This design comes from an exercise in tuning for small area and a short achievable clock period on the open sky130 flow, not from production work.
At most, simulation tests tie the RTL to the original design; equivalence was not proved.

==> v31 <==
==> flow/design.v <==
module aes_pipe_ctrl #(
    parameter int DATA_W     = 128,
    parameter int FIFO_DEPTH = 16,
    parameter int KEY_GAP    = 2
) (
    input  logic              ap_clk,
    input  logic              ap_rst,
    input  logic [DATA_W-1:0] in_V_dout,
    input  logic              in_V_empty_n,
    output logic              in_V_read,
    output logic [DATA_W-1:0] out_V_din,
    input  logic              out_V_full_n,
    output logic              out_V_write,
    output logic              key_write,
    output logic [DATA_W-1:0] key_data,
    output logic              text_write,
    output logic [DATA_W-1:0] text_data,
    input  logic [DATA_W-1:0] enc_data,
    input  logic              enc_valid,
    output logic              busy,
    output logic              err
);
    localparam int D = FIFO_DEPTH;
    localparam int M = FIFO_DEPTH - 1;            
    function automatic logic [DATA_W-1:0] byte_rev(input logic [DATA_W-1:0] w);
        logic [DATA_W-1:0] r;
        for (int i = 0; i < DATA_W / 8; i++) r[8*i +: 8] = w[DATA_W-8-8*i +: 8];
        byte_rev = r;
    endfunction
    function automatic logic [D-1:0] th_step(input logic [D-1:0] t, input logic inc, input logic dec);
        th_step = inc ? {t[D-2:0], 1'b1} : dec ? {1'b0, t[D-1:1]} : t;
    endfunction
    logic st_hdr, st_drain, st_key, st_text;
    logic en_q, text_en_q;                        
    logic [31:0]   rem_cnt;
    logic          rem0_q, rem1_q;                
    logic [1:0]    gap_cnt;
    logic [D-1:0]  fifo_th, ifl_th, cred_th;      
    logic [M-1:0]  wr_oh, rd_oh, rd_oh_nx, wr_oh_nx;
    logic [M-1:0]  we_q;                          
    logic [M:0]    hsel_q;                        
    logic [M-1:0][DATA_W-1:0] mem;
    logic [DATA_W-1:0] out_q, head_nx;
    logic empty, one, ge2, full, if0;
    logic rd, hdr_rd, key_rd, text_rd, pop, bad, push, to_mem;
    assign empty = !fifo_th[0];
    assign one   = fifo_th[0] && !fifo_th[1];
    assign ge2   = fifo_th[1];
    assign full  = fifo_th[D-1];
    assign if0   = !ifl_th[0];
    assign rd      = in_V_empty_n && en_q;
    assign hdr_rd  = in_V_empty_n && st_hdr;
    assign key_rd  = in_V_empty_n && st_key;
    assign text_rd = in_V_empty_n && text_en_q;
    assign pop     = fifo_th[0] && out_V_full_n;
    assign bad     = enc_valid && if0;             
    assign push    = enc_valid && !bad;
    assign to_mem  = push && !empty && !(one && pop);
    assign in_V_read   = rd && !ap_rst;
    assign out_V_write = pop && !ap_rst;
    assign out_V_din   = out_q;
    logic st_hdr_nx, st_drain_nx, st_key_nx, st_text_nx, text_en_nx;
    logic [D-1:0] fifo_nx, ifl_nx, cred_nx;
    logic [1:0]   gap_nx;
    always_comb begin
        st_hdr_nx   = (st_hdr && !rd) || (st_key && rd && rem0_q) || (st_text && text_rd && rem1_q);
        st_drain_nx = (st_hdr && rd) || (st_drain && !if0);
        st_key_nx   = (st_drain && if0) || (st_key && !rd);
        st_text_nx  = (st_key && rd && !rem0_q) || (st_text && !(text_rd && rem1_q));
        gap_nx      = key_rd ? 2'd2 : (gap_cnt != 2'd0 ? gap_cnt - 2'd1 : 2'd0);
        fifo_nx     = th_step(fifo_th, push && !pop, pop && !push);
        ifl_nx      = th_step(ifl_th, text_rd && !push, push && !text_rd);
        cred_nx     = th_step(cred_th, text_rd && !pop, pop && !text_rd);
        wr_oh_nx    = to_mem ? {wr_oh[M-2:0], wr_oh[M-1]} : wr_oh;
        rd_oh_nx    = (pop && ge2) ? {rd_oh[M-2:0], rd_oh[M-1]} : rd_oh;
        text_en_nx  = st_text && !(text_rd && rem1_q) && gap_cnt <= 2'd1 && !cred_nx[D-1];
    end
    logic         head_ld;
    logic [M:0]   hsel;
    assign head_ld = empty || out_V_full_n;
    assign hsel    = hsel_q & {(M + 1){head_ld}};
    always_comb begin
        head_nx = ({DATA_W{!head_ld}} & out_q) | ({DATA_W{hsel[M]}} & byte_rev(enc_data));
        for (int i = 0; i < M; i++) head_nx = head_nx | ({DATA_W{hsel[i]}} & mem[i]);
    end
    always_ff @(posedge ap_clk) begin
        if (ap_rst) begin
            st_hdr     <= 1'b1;
            st_drain   <= 1'b0;
            st_key     <= 1'b0;
            st_text    <= 1'b0;
            en_q       <= 1'b1;
            text_en_q  <= 1'b0;
            rem_cnt    <= '0;
            rem0_q     <= 1'b1;
            rem1_q     <= 1'b0;
            gap_cnt    <= '0;
            fifo_th    <= '0;
            ifl_th     <= '0;
            cred_th    <= '0;
            wr_oh      <= M'(1);
            we_q       <= M'(1);
            rd_oh      <= M'(1);
            hsel_q     <= {1'b1, M'(0)};
            busy       <= 1'b0;
            err        <= 1'b0;
            key_write  <= 1'b0;
            text_write <= 1'b0;
            key_data   <= '0;
            text_data  <= '0;
        end else begin
            st_hdr    <= st_hdr_nx;
            st_drain  <= st_drain_nx;
            st_key    <= st_key_nx;
            st_text   <= st_text_nx;
            en_q      <= st_hdr_nx || st_key_nx || text_en_nx;
            text_en_q <= text_en_nx;
            if (hdr_rd) begin
                rem_cnt <= in_V_dout[31:0];
                rem0_q  <= in_V_dout[31:0] == 32'd0;
                rem1_q  <= in_V_dout[31:0] == 32'd1;
            end else if (text_rd) begin
                rem_cnt <= rem_cnt - 32'd1;
                rem0_q  <= rem1_q;
                rem1_q  <= rem_cnt == 32'd2;
            end
            gap_cnt   <= gap_nx;
            fifo_th   <= fifo_nx;
            ifl_th    <= ifl_nx;
            cred_th   <= cred_nx;
            wr_oh     <= wr_oh_nx;
            we_q      <= wr_oh_nx & {M{!fifo_nx[D-1]}};
            rd_oh     <= rd_oh_nx;
            hsel_q    <= {!fifo_nx[1], rd_oh_nx & {M{fifo_nx[1]}}};
            busy      <= !st_hdr_nx || ifl_nx[0] || fifo_nx[0];
            if (bad) err <= 1'b1;
            key_write  <= key_rd;
            text_write <= text_rd;
            if (key_rd) key_data <= byte_rev(in_V_dout);
            if (text_rd) text_data <= byte_rev(in_V_dout);
        end
    end
    always_ff @(posedge ap_clk) begin
        for (int i = 0; i < M; i++)
            if (we_q[i]) mem[i] <= byte_rev(enc_data);
    end
    always_ff @(posedge ap_clk) out_q <= head_nx;
endmodule
==> flow/flow/run.sh <==
#!/bin/bash
set -euo pipefail
here=$(pwd)
cat >> config.mk <<EOC
export BUFFER_PORTS_ARGS = -buffer_cell sky130_fd_sc_hd__buf_1
export POST_RESIZE_TCL = $here/flow/iso.tcl
EOC
bash standard.sh > standard_flow.log 2>&1
==> flow/flow/iso.tcl <==
# POST_RESIZE hook: keep the combinational input-to-output paths short. For the logic gate
# that drives each such output port (through its port buffer), every input is traced back
# through plain buffers to the net right after the input port's own buffer; the gate is
# moved onto that net and the net's other loads are put behind one new buffer.


proc iso_driver {net} {
  set d [get_pins -quiet -of_objects $net -filter "direction==output"]
  if {[llength $d] != 1} { return "" }
  return $d
}

proc iso_is_port_net {name} {
  return [expr {[llength [get_ports -quiet $name]] == 1}]
}

set ::iso_n 0
set ::iso_keep {}
proc iso_gate {gate depth} {
  global iso_n iso_keep
  foreach ipin [get_pins -of_objects $gate -filter "direction==input"] {
    set net [get_nets -quiet -of_objects $ipin]
    if {$net eq ""} { continue }
    # walk back through single-input buffers, stopping at the port buffer's output net
    while {1} {
      set d [iso_driver $net]
      if {$d eq ""} { break }
      set c [get_cells -of_objects $d]
      set ref [get_property $c ref_name]
      if {![string match "sky130_fd_sc_hd__*buf_*" $ref]} { break }
      set cin [get_pins -of_objects $c -filter "direction==input"]
      if {[llength $cin] != 1} { break }
      set up [get_nets -quiet -of_objects $cin]
      if {$up eq "" || [iso_is_port_net [get_full_name $up]]} { break }
      set net $up
    }
    set pin_name [get_full_name $ipin]
    lappend iso_keep $pin_name
    set cur [get_nets -of_objects $ipin]
    if {[get_full_name $cur] ne [get_full_name $net]} {
      set it [sta::sta_to_db_pin $ipin]
      $it disconnect
      $it connect [sta::sta_to_db_net $net]
    }
    set loads {}
    foreach p [get_pins -quiet -of_objects $net -filter "direction==input"] {
      if {[lsearch -exact $iso_keep [get_full_name $p]] < 0} { lappend loads $p }
    }
    set d [iso_driver $net]
    if {$d eq ""} { continue }
    set dc [get_cells -of_objects $d]
    if {[llength $loads] >= 2} {
      set loc [[sta::sta_to_db_inst $dc] getLocation]
      insert_buffer -buffer_cell sky130_fd_sc_hd__buf_4 -net [get_full_name $net] -load_pins $loads \
        -location [list [expr {[lindex $loc 0] / 1000.0}] [expr {[lindex $loc 1] / 1000.0}]]
      incr iso_n
      puts "iso: [get_full_name $net] -> [get_full_name $gate]: [llength $loads] other loads behind a buffer"
    }
    # go one level further into a driving logic gate (not a flip-flop or a port buffer)
    set ref [get_property $dc ref_name]
    if {$depth > 1 && ![string match "*df*" $ref] && ![string match "*buf_*" $ref]} {
      iso_gate $dc [expr {$depth - 1}]
    }
  }
}

foreach port {in_V_read out_V_write} {
  set onet [get_nets -quiet $port]
  if {$onet eq ""} { continue }
  set obuf_pin [iso_driver $onet]
  if {$obuf_pin eq ""} { continue }
  set obuf [get_cells -of_objects $obuf_pin]
  set gnet [get_nets -of_objects [get_pins -of_objects $obuf -filter "direction==input"]]
  set gpin [iso_driver $gnet]
  if {$gpin eq ""} { continue }
  iso_gate [get_cells -of_objects $gpin] 2
}
puts "iso: $::iso_n buffers inserted"
==> flow/standard.sh <==
#!/bin/bash
# synth_recipe.tcl (not shown) runs the flow's synth.tcl, then flattens the netlist and writes it again
# the make line also repeats each setting of config.mk as NAME=value (left out here)
make -C /OpenROAD-flow-scripts/flow DESIGN_CONFIG=/design/flow/config.mk WORK_HOME=/design/flow/orfs CLKGATE_MAP_FILE= SYNTH_SCRIPT=/design/flow/synth_recipe.tcl "${@:-finish}"
==> flow/config.mk <==
export PLATFORM = sky130hd
export DESIGN_NAME = aes_pipe_ctrl
export DESIGN_NICKNAME = aes_pipe_ctrl
export VERILOG_FILES = /design/flow/design.v
export SDC_FILE = /design/flow/constraint.sdc
export NUM_CORES = 4
export LEC_CHECK = 0
export CAP_MARGIN = 20
export CORE_MARGIN = 2
export CORE_UTILIZATION = 56
export CTS_CLUSTER_DIAMETER = 100
export CTS_CLUSTER_SIZE = 25
export SETUP_SLACK_MARGIN = 2.3
export SLEW_MARGIN = 20
export TNS_END_PERCENT = 10
export BUFFER_PORTS_ARGS = -buffer_cell sky130_fd_sc_hd__buf_1
export POST_RESIZE_TCL = /design/flow/flow/iso.tcl
==> flow/constraint.sdc <==
create_clock -name core_clock -period 4.5 [get_ports {ap_clk}]
set_input_delay 0.9000 -clock core_clock [delete_from_list [all_inputs] [get_ports {ap_clk}]]
set_output_delay 0.9000 -clock core_clock [all_outputs]
set_load 0.01 [all_outputs]
==> inputs of v21, as changes to v31 <==
--- a/flow/design.v
+++ b/flow/design.v
@@ -36,9 +36,7 @@
     logic          rem0_q, rem1_q;                
     logic [1:0]    gap_cnt;
     logic [D-1:0]  fifo_th, ifl_th, cred_th;      
-    logic [M-1:0]  wr_oh, rd_oh, rd_oh_nx, wr_oh_nx;
-    logic [M-1:0]  we_q;                          
-    logic [M:0]    hsel_q;                        
+    logic [M-1:0]  wr_oh, rd_oh;
     logic [M-1:0][DATA_W-1:0] mem;
     logic [DATA_W-1:0] out_q, head_nx;
     logic empty, one, ge2, full, if0;
@@ -53,7 +51,7 @@
     assign key_rd  = in_V_empty_n && st_key;
     assign text_rd = in_V_empty_n && text_en_q;
     assign pop     = fifo_th[0] && out_V_full_n;
-    assign bad     = enc_valid && if0;             
+    assign bad     = enc_valid && (if0 || (full && !pop));
     assign push    = enc_valid && !bad;
     assign to_mem  = push && !empty && !(one && pop);
     assign in_V_read   = rd && !ap_rst;
@@ -71,17 +69,11 @@
         fifo_nx     = th_step(fifo_th, push && !pop, pop && !push);
         ifl_nx      = th_step(ifl_th, text_rd && !push, push && !text_rd);
         cred_nx     = th_step(cred_th, text_rd && !pop, pop && !text_rd);
-        wr_oh_nx    = to_mem ? {wr_oh[M-2:0], wr_oh[M-1]} : wr_oh;
-        rd_oh_nx    = (pop && ge2) ? {rd_oh[M-2:0], rd_oh[M-1]} : rd_oh;
         text_en_nx  = st_text && !(text_rd && rem1_q) && gap_cnt <= 2'd1 && !cred_nx[D-1];
     end
-    logic         head_ld;
-    logic [M:0]   hsel;
-    assign head_ld = empty || out_V_full_n;
-    assign hsel    = hsel_q & {(M + 1){head_ld}};
     always_comb begin
-        head_nx = ({DATA_W{!head_ld}} & out_q) | ({DATA_W{hsel[M]}} & byte_rev(enc_data));
-        for (int i = 0; i < M; i++) head_nx = head_nx | ({DATA_W{hsel[i]}} & mem[i]);
+        head_nx = ge2 ? '0 : byte_rev(enc_data);
+        for (int i = 0; i < M; i++) head_nx = head_nx | ({DATA_W{rd_oh[i] && ge2}} & mem[i]);
     end
     always_ff @(posedge ap_clk) begin
         if (ap_rst) begin
@@ -99,9 +91,7 @@
             ifl_th     <= '0;
             cred_th    <= '0;
             wr_oh      <= M'(1);
-            we_q       <= M'(1);
             rd_oh      <= M'(1);
-            hsel_q     <= {1'b1, M'(0)};
             busy       <= 1'b0;
             err        <= 1'b0;
             key_write  <= 1'b0;
@@ -128,10 +118,8 @@
             fifo_th   <= fifo_nx;
             ifl_th    <= ifl_nx;
             cred_th   <= cred_nx;
-            wr_oh     <= wr_oh_nx;
-            we_q      <= wr_oh_nx & {M{!fifo_nx[D-1]}};
-            rd_oh     <= rd_oh_nx;
-            hsel_q    <= {!fifo_nx[1], rd_oh_nx & {M{fifo_nx[1]}}};
+            if (to_mem) wr_oh <= {wr_oh[M-2:0], wr_oh[M-1]};
+            if (pop && ge2) rd_oh <= {rd_oh[M-2:0], rd_oh[M-1]};
             busy      <= !st_hdr_nx || ifl_nx[0] || fifo_nx[0];
             if (bad) err <= 1'b1;
             key_write  <= key_rd;
@@ -142,7 +130,9 @@
     end
     always_ff @(posedge ap_clk) begin
         for (int i = 0; i < M; i++)
-            if (we_q[i]) mem[i] <= byte_rev(enc_data);
+            if (wr_oh[i] && enc_valid && (!full || out_V_full_n)) mem[i] <= byte_rev(enc_data);
     end
-    always_ff @(posedge ap_clk) out_q <= head_nx;
+    always_ff @(posedge ap_clk) begin
+        if (empty || out_V_full_n) out_q <= head_nx;
+    end
 endmodule
==> flow/run.sh (new file) <==
#!/bin/bash
# synth_recipe.tcl (not shown) runs the flow's synth.tcl, then flattens the netlist and writes it again
# the make line also repeats each setting of config.mk as NAME=value (left out here)
make -C /OpenROAD-flow-scripts/flow DESIGN_CONFIG=/design/flow/config.mk WORK_HOME=/design/flow/orfs CLKGATE_MAP_FILE= SYNTH_SCRIPT=/design/flow/synth_recipe.tcl finish
Settings changed: BUFFER_PORTS_ARGS -buffer_cell sky130_fd_sc_hd__buf_1 to unset, CORE_UTILIZATION 56 to 40, CTS_CLUSTER_SIZE 25 to 20, POST_RESIZE_TCL /design/flow/flow/iso.tcl to unset.
removed: flow/flow/run.sh
removed: flow/flow/iso.tcl
removed: flow/standard.sh
==> inputs of v12, as changes to v31 <==
--- a/flow/design.v
+++ b/flow/design.v
@@ -36,8 +36,7 @@
     logic          rem0_q, rem1_q;                
     logic [1:0]    gap_cnt;
     logic [D-1:0]  fifo_th, ifl_th, cred_th;      
-    logic [M-1:0]  wr_oh, rd_oh, rd_oh_nx, wr_oh_nx;
-    logic [M-1:0]  we_q;                          
+    logic [M-1:0]  wr_oh, rd_oh, rd_oh_nx;
     logic [M:0]    hsel_q;                        
     logic [M-1:0][DATA_W-1:0] mem;
     logic [DATA_W-1:0] out_q, head_nx;
@@ -71,7 +70,6 @@
         fifo_nx     = th_step(fifo_th, push && !pop, pop && !push);
         ifl_nx      = th_step(ifl_th, text_rd && !push, push && !text_rd);
         cred_nx     = th_step(cred_th, text_rd && !pop, pop && !text_rd);
-        wr_oh_nx    = to_mem ? {wr_oh[M-2:0], wr_oh[M-1]} : wr_oh;
         rd_oh_nx    = (pop && ge2) ? {rd_oh[M-2:0], rd_oh[M-1]} : rd_oh;
         text_en_nx  = st_text && !(text_rd && rem1_q) && gap_cnt <= 2'd1 && !cred_nx[D-1];
     end
@@ -99,7 +97,6 @@
             ifl_th     <= '0;
             cred_th    <= '0;
             wr_oh      <= M'(1);
-            we_q       <= M'(1);
             rd_oh      <= M'(1);
             hsel_q     <= {1'b1, M'(0)};
             busy       <= 1'b0;
@@ -128,8 +125,7 @@
             fifo_th   <= fifo_nx;
             ifl_th    <= ifl_nx;
             cred_th   <= cred_nx;
-            wr_oh     <= wr_oh_nx;
-            we_q      <= wr_oh_nx & {M{!fifo_nx[D-1]}};
+            if (to_mem) wr_oh <= {wr_oh[M-2:0], wr_oh[M-1]};
             rd_oh     <= rd_oh_nx;
             hsel_q    <= {!fifo_nx[1], rd_oh_nx & {M{fifo_nx[1]}}};
             busy      <= !st_hdr_nx || ifl_nx[0] || fifo_nx[0];
@@ -142,7 +138,7 @@
     end
     always_ff @(posedge ap_clk) begin
         for (int i = 0; i < M; i++)
-            if (we_q[i]) mem[i] <= byte_rev(enc_data);
+            if (wr_oh[i] && !full) mem[i] <= byte_rev(enc_data);
     end
     always_ff @(posedge ap_clk) out_q <= head_nx;
 endmodule
--- a/flow/flow/iso.tcl
+++ b/flow/flow/iso.tcl
@@ -2,7 +2,7 @@
 # that drives each such output port (through its port buffer), every input is traced back
 # through plain buffers to the net right after the input port's own buffer; the gate is
 # moved onto that net and the net's other loads are put behind one new buffer.
-
+set block [ord::get_db_block]
 
 proc iso_driver {net} {
   set d [get_pins -quiet -of_objects $net -filter "direction==output"]
@@ -14,10 +14,10 @@
   return [expr {[llength [get_ports -quiet $name]] == 1}]
 }
 
-set ::iso_n 0
-set ::iso_keep {}
+set iso_n 0
+set iso_keep {}
 proc iso_gate {gate depth} {
-  global iso_n iso_keep
+  global block iso_n iso_keep
   foreach ipin [get_pins -of_objects $gate -filter "direction==input"] {
     set net [get_nets -quiet -of_objects $ipin]
     if {$net eq ""} { continue }
@@ -75,4 +75,4 @@
   if {$gpin eq ""} { continue }
   iso_gate [get_cells -of_objects $gpin] 2
 }
-puts "iso: $::iso_n buffers inserted"
+puts "iso: $iso_n buffers inserted"
Settings changed: CORE_UTILIZATION 56 to 52, CTS_CLUSTER_SIZE 25 to 20.
==> out/metrics.yaml <==
status: "no timing/DRC/antenna violations"
p_sw_share_pct: 21.2
p_leak_nw: 34.8
syn-num-nets: 5853
synth_top_cell_area_share_pct: 70.3
slew_headroom_pct: 26.7
power.internal_w: 0.0311
via_per_inst: 6.11
The numbers above come from v21.

==> out/metrics.yaml <==
status: "no timing/DRC/antenna violations"
slew_headroom_pct: 22.0
r2r_cells: 3
p_leak_nw: 29.5
ys.flop_type: "edfxtp_1"
synth_top_cell_area_share_pct: 66.0
via_per_inst: 6.63
p_sw_share_pct: 20.7
The numbers above come from v31.

==> out/metrics.yaml <==
status: "no timing/DRC/antenna violations"
slew_headroom_pct: 18.6
critical_path_arrival_ns: 1.47
p_leak_nw: 30.1
synthArstFlopShare_pct: 0
syn-num-nets: 5963
power.internal_w: 0.0308
p_sw_share_pct: 20.8
power_density_nw_per_um2: 399
via_per_inst: 6.44
synth_top_cell_area_share_pct: 66.4
switching_power_w: 0.00811
The numbers above come from v12.

The RTL of v21 was laid out without a check of its function.

-- afterwards: timing with drivers on the ports --
The flow's constraints put no driver on any port. The routed layouts listed below were extracted and timed again, unchanged, in two steps.
Step 1 assumes that a clkbuf_16 drives the clock port and a buf_2 every other input.
Step 2 moves the port delays by t, midway between the first and last clock arrival at a register: inputs arrive t later, outputs are due t later. That takes back most of the time a late clock gives input paths.
Three values: no drivers, after step 1, after step 2; two values: the first two.
run	t, ns	slack for setup (ns)	worst hold slack (ns)
v31	0.851	2.176 / 2.086 / 1.489	0.345 / 0.285 / 0.432
v21	0.934	1.913 / 1.819 / 1.259	0.437 / 0.437 / 0.437
v12	0.865	2.127 / 2.045 / 1.414	0.326 / 0.267 / 0.432
After both steps setup and hold are still met in every run listed. For v12, which loses most, drivers alone change the setup slack by -0.082 ns; drivers and shift together by -0.713 ns.
